From an optimization exercise on the open Yosys and OpenROAD flow, aimed at small area; shortcuts taken in it are not production practice.
Function was checked by simulation only, so behaviour that the tests miss may differ from the original.
No driver is modelled on the clock port, so clocking that relies on it looks cheaper here than on a real chip.
Power and IR drop assume default switching activity.

Setup of north:
==> flow/design.v (excerpt) <==
module block_game_top (
	input logic clock,
	input logic reset,
	input logic go,
	input logic [1:0] heading,
	output logic plot,
	output logic [17:0] pixel  
);
==> flow/config.mk <==
export PLATFORM = sky130hd
export DESIGN_NAME = block_game_top
export DESIGN_NICKNAME = block_game_top
export VERILOG_FILES = /design/flow/design.v
export SDC_FILE = /design/flow/constraint.sdc
export NUM_CORES = 4
export LEC_CHECK = 0
export ABC_AREA = 1
export CAP_MARGIN = 20
export CORE_AREA = 2 2 58 58
export DIE_AREA = 0 0 60 60
export SLEW_MARGIN = 20
==> flow/constraint.sdc <==
create_clock -name core_clock -period 10.0 [get_ports {clock}]
set_input_delay 2.0000 -clock core_clock [delete_from_list [all_inputs] [get_ports {clock}]]
set_output_delay 2.0000 -clock core_clock [all_outputs]
set_load 0.01 [all_outputs]
standard.sh (not shown) runs the stock make flow with config.mk's settings and CLKGATE_MAP_FILE= SYNTH_SCRIPT=/design/flow/synth_recipe.tcl, a recipe that flattens the netlist after the stock synthesis.
==> flow/flow/run.sh <==
#!/bin/bash
# Layout flow: the standard flow (standard.sh) with these changes:
#  - synthesis is the standard flow's script with ORFS's synth.tcl changed in one place: combinational logic
#    is mapped with the area-oriented ABC script flow/area.abc (30 s of deepsyn, then area
#    mapping), and ORFS's full/half-adder extraction is skipped (ADDER_MAP_FILE empty), so ABC
#    sees all of the logic. Registers are mapped before ABC exactly as in the standard
#    synthesis.
#  - ports are buffered with buf_1.
set -euo pipefail
W=$(pwd)
export CLOCK_ROOT_BUF=sky130_fd_sc_hd__clkbuf_1 CLOCK_BUF=sky130_fd_sc_hd__clkbuf_16 CLOCK_GROUPS=1
sed -e "s#^source \$::env(SCRIPTS_DIR)/synth.tcl#source $W/area_synth.tcl#" synth_recipe.tcl > area_synth_recipe.tcl
grep -q "area_synth.tcl" area_synth_recipe.tcl
sed -e "s#^source \$::env(SCRIPTS_DIR)/synth_preamble.tcl#&\nset abc_args [list -script $W/flow/area.abc {*}\$lib_args {*}\$lib_dont_use_args]#" "$FLOW_HOME/scripts/synth.tcl" > area_synth.tcl
grep -q "area.abc" area_synth.tcl
bash standard.sh SYNTH_SCRIPT=$W/area_synth_recipe.tcl ADDER_MAP_FILE= "BUFFER_PORTS_ARGS=-buffer_cell sky130_fd_sc_hd__buf_1" \
  PRE_CTS_TCL=$W/flow/clock_tree.tcl "CTS_ARGS=-clk_nets clock" finish > flow.log 2>&1
==> flow/flow/clock_tree.tcl <==
# Clock tree, built before ORFS's CTS step runs (PRE_CTS_TCL) instead of by TritonCTS: the clock port drives one root buffer
# (CLOCK_ROOT_BUF), which drives CLOCK_GROUPS leaf buffers (CLOCK_BUF); each leaf drives the
# register clock pins of one group. The registers are split into groups of equal size by
# position (sorted by x, or by y when the registers spread more in y), and each leaf sits at
# its group's centroid; detailed placement legalises the new buffers afterwards.
set block [ord::get_db_block]
set db [ord::get_db]
set leaf_master [$db findMaster $::env(CLOCK_BUF)]
set root_master [$db findMaster $::env(CLOCK_ROOT_BUF)]
set k $::env(CLOCK_GROUPS)
set clknet [$block findNet clock]
set sinks {}
set xs {}; set ys {}
foreach it [$clknet getITerms] {
  set loc [[$it getInst] getLocation]
  lappend sinks [list [lindex $loc 0] [lindex $loc 1] $it]
  lappend xs [lindex $loc 0]; lappend ys [lindex $loc 1]
}
set xs [lsort -integer $xs]; set ys [lsort -integer $ys]
set axis 0
if {[lindex $ys end] - [lindex $ys 0] > [lindex $xs end] - [lindex $xs 0]} { set axis 1 }
set sinks [lsort -integer -index $axis $sinks]
set n [llength $sinks]
set rootnet [odb::dbNet_create $block clock_root]
$rootnet setSigType CLOCK
set rx 0; set ry 0
for {set g 0} {$g < $k} {incr g} {
  set lo [expr {($g * $n) / $k}]
  set hi [expr {(($g + 1) * $n) / $k - 1}]
  set net [odb::dbNet_create $block clock_leaf_$g]
  $net setSigType CLOCK
  set sx 0; set sy 0; set m 0
  foreach s [lrange $sinks $lo $hi] {
    set it [lindex $s 2]
    $it disconnect
    $it connect $net
    set sx [expr {$sx + [lindex $s 0]}]; set sy [expr {$sy + [lindex $s 1]}]; incr m
  }
  set inst [odb::dbInst_create $block $leaf_master clkbuf_leaf_$g]
  [$inst findITerm A] connect $rootnet
  [$inst findITerm X] connect $net
  $inst setLocation [expr {$sx / $m}] [expr {$sy / $m}]
  $inst setPlacementStatus PLACED
  set rx [expr {$rx + $sx / $m}]; set ry [expr {$ry + $sy / $m}]
  puts "clock leaf buffer clkbuf_leaf_$g drives $m register clock pins"
}
set root [odb::dbInst_create $block $root_master clkbuf_root]
[$root findITerm A] connect $clknet
[$root findITerm X] connect $rootnet
$root setLocation [expr {$rx / $k}] [expr {$ry / $k}]
$root setPlacementStatus PLACED
set_propagated_clock [all_clocks]
Other scripts of this flow, unchanged in this note and not shown: flow/flow/area.abc
> inputs changed (north -> south)
-- flow/flow/run.sh --
<<< north, line 9
set -euo pipefail
W=$(pwd)
export CLOCK_ROOT_BUF=sky130_fd_sc_hd__clkbuf_1 CLOCK_BUF=sky130_fd_sc_hd__clkbuf_16 CLOCK_GROUPS=1
sed -e "s#^source \$::env(SCRIPTS_DIR)/synth.tcl#source $W/area_synth.tcl#" synth_recipe.tcl > area_synth_recipe.tcl
grep -q "area_synth.tcl" area_synth_recipe.tcl
>>> south, line 9
set -euo pipefail
W=$(pwd)
export CLOCK_ROOT_BUF=sky130_fd_sc_hd__clkbuf_1 CLOCK_BUF=sky130_fd_sc_hd__clkbuf_4 CLOCK_GROUPS=4
sed -e "s#^source \$::env(SCRIPTS_DIR)/synth.tcl#source $W/area_synth.tcl#" synth_recipe.tcl > area_synth_recipe.tcl
grep -q "area_synth.tcl" area_synth_recipe.tcl
-- flow/config.mk --
<<< north, line 10
export CORE_AREA = 2 2 58 58
export DIE_AREA = 0 0 60 60
export SLEW_MARGIN = 20
>>> south, line 10
export CORE_AREA = 2 2 58 58
export DIE_AREA = 0 0 60 60
export GPL_TIMING_DRIVEN = 0
export SLEW_MARGIN = 20
- south vs north — detailed-route via count rose 3.7%.
- Sum of routed wire segments on met1 (south vs. north) increases slightly
- Clock group share of total power delta for south relative to north: 1.4 points higher
- Looking at overall power after layout across both flows, south is the weaker of the two, with north ahead.
--- input diff south..east ---
-- flow/flow/run.sh --
<<< south, line 9
set -euo pipefail
W=$(pwd)
export CLOCK_ROOT_BUF=sky130_fd_sc_hd__clkbuf_1 CLOCK_BUF=sky130_fd_sc_hd__clkbuf_4 CLOCK_GROUPS=4
sed -e "s#^source \$::env(SCRIPTS_DIR)/synth.tcl#source $W/area_synth.tcl#" synth_recipe.tcl > area_synth_recipe.tcl
grep -q "area_synth.tcl" area_synth_recipe.tcl
>>> east, line 9
set -euo pipefail
W=$(pwd)
export CLOCK_ROOT_BUF=sky130_fd_sc_hd__clkbuf_1 CLOCK_BUF=sky130_fd_sc_hd__clkbuf_8 CLOCK_GROUPS=2
sed -e "s#^source \$::env(SCRIPTS_DIR)/synth.tcl#source $W/area_synth.tcl#" synth_recipe.tcl > area_synth_recipe.tcl
grep -q "area_synth.tcl" area_synth_recipe.tcl
-- flow/config.mk --
<<< south, line 10
export CORE_AREA = 2 2 58 58
export DIE_AREA = 0 0 60 60
export GPL_TIMING_DRIVEN = 0
export SLEW_MARGIN = 20
>>> east, line 10
export CORE_AREA = 2 2 58 58
export DIE_AREA = 0 0 60 60
export SLEW_MARGIN = 20
Per the comparison of east with south, clock skew went down 12 ps; post-synthesis to final-layout area growth went down 1.2 points; global-route wire length before repair went down about 3%; routed wire length went down about 1.5%. Ratio of final minimum period to clock period: east vs south down 2.1 points. No stage failed in east, and the final checks on the layout all came back clean. south ended up with met1 as its layer carrying the most global-route usage; east ended up with met2.
Input-level comparison between west and east:
-- flow/flow/run.sh --
<<< east, line 9
set -euo pipefail
W=$(pwd)
export CLOCK_ROOT_BUF=sky130_fd_sc_hd__clkbuf_1 CLOCK_BUF=sky130_fd_sc_hd__clkbuf_8 CLOCK_GROUPS=2
sed -e "s#^source \$::env(SCRIPTS_DIR)/synth.tcl#source $W/area_synth.tcl#" synth_recipe.tcl > area_synth_recipe.tcl
grep -q "area_synth.tcl" area_synth_recipe.tcl
>>> west, line 9
set -euo pipefail
W=$(pwd)
export CLOCK_ROOT_BUF=sky130_fd_sc_hd__clkbuf_1 CLOCK_BUF=sky130_fd_sc_hd__clkbuf_4 CLOCK_GROUPS=4
sed -e "s#^source \$::env(SCRIPTS_DIR)/synth.tcl#source $W/area_synth.tcl#" synth_recipe.tcl > area_synth_recipe.tcl
grep -q "area_synth.tcl" area_synth_recipe.tcl
### Flow results
- Between east and west, the final core area utilization figures differ only marginally.
- The maximum clock frequency of west is lower than that of east.
- Routed wire in west totals more than in east.
- According to the power report, total power for west is higher than for east.
diff inputs: west => middle
-- flow/flow/run.sh --
<<< west, line 3
#  - synthesis is the standard flow's script with ORFS's synth.tcl changed in one place: combinational logic
#    is mapped with the area-oriented ABC script flow/area.abc (30 s of deepsyn, then area
#    mapping), and ORFS's full/half-adder extraction is skipped (ADDER_MAP_FILE empty), so ABC
#    sees all of the logic. Registers are mapped before ABC exactly as in the standard
#    synthesis.
#  - ports are buffered with buf_1.
set -euo pipefail
W=$(pwd)
>>> middle, line 3
#  - synthesis is the standard flow's script with ORFS's synth.tcl changed in one place: combinational logic
#    is mapped with the area-oriented ABC script flow/area.abc (30 s of deepsyn, then area
#    mapping), and ORFS's full/half-adder
#    extraction is skipped (ADDER_MAP_FILE empty), so ABC sees all of the logic. Registers are
#    mapped before ABC exactly as in the standard synthesis.
#  - ports are buffered with buf_1.
#  - the clock tree is built by flow/clock_tree.tcl, run as ORFS's PRE_CTS_TCL hook: the clock
#    port drives one clkbuf_1, which drives four clkbuf_4, each driving a quarter of the
#    registers. TritonCTS is then given only the clock port's net (-clk_nets clock), which now
#    has a single sink, so it adds nothing; the rest of ORFS's CTS step (legalisation, timing
#    repair) runs as usual.
# Each tool's output is in the ORFS logs under orfs/logs; make's own output is in flow.log.
set -euo pipefail
W=$(pwd)
-- flow/config.mk --
<<< west, line 7
export LEC_CHECK = 0
export ABC_AREA = 1
export CAP_MARGIN = 20
export CORE_AREA = 2 2 58 58
export DIE_AREA = 0 0 60 60
export SLEW_MARGIN = 20
>>> middle, line 7
export LEC_CHECK = 0
export ABC_AREA = 1
export CAP_MARGIN = 0
export CORE_AREA = 2 2 58 58
export DIE_AREA = 0 0 60 60
export SLEW_MARGIN = 0
Results
- In summary, middle completed successfully, with a layout that passed the timing, design-rule and antenna checks.
- From west to middle, critical path depth did not move at all.
- Any difference in overall power after layout between middle and west is small enough to ignore.
- middle -> west: worst setup timing slack at the placement stage delta 0, exact match
- In terms of placeable core area, middle and west differ only marginally.
- ~same clock power in west and middle
- | share of power burned in the clock network | middle vs west | ≈ equal |

==> port drivers added, routing unchanged <==
No port has a modelled driver above. Below, the same layouts with a new extraction and two added sets of constraints. Step 1: set_driving_cell puts a clkbuf_16 on clock and a buf_2 on each other input, an assumption about the parent block. Step 2 also shifts input and output timing later by t, the mid clock arrival at the registers, as if the neighbouring blocks saw the same clock. Three values: ideal ports, drivers, drivers and shift; two values: the first two.
| run | shift t [ns] | slack for setup (ns) | pins driven straight from the clock port |
|---|---|---|---|
| north | 0.380 | 2.085 / 2.061 / 2.440 | 1 |
| south | 0.445 | 1.873 / 1.851 / 2.296 | 1 |
| east | 0.397 | 2.082 / 2.058 / 2.454 | 1 |
| west | 0.453 | 2.016 / 1.991 / 2.444 | 1 |
| middle | 0.453 | 2.016 / 1.991 / 2.444 | 1 |
After both steps setup and hold are still met in every run listed.
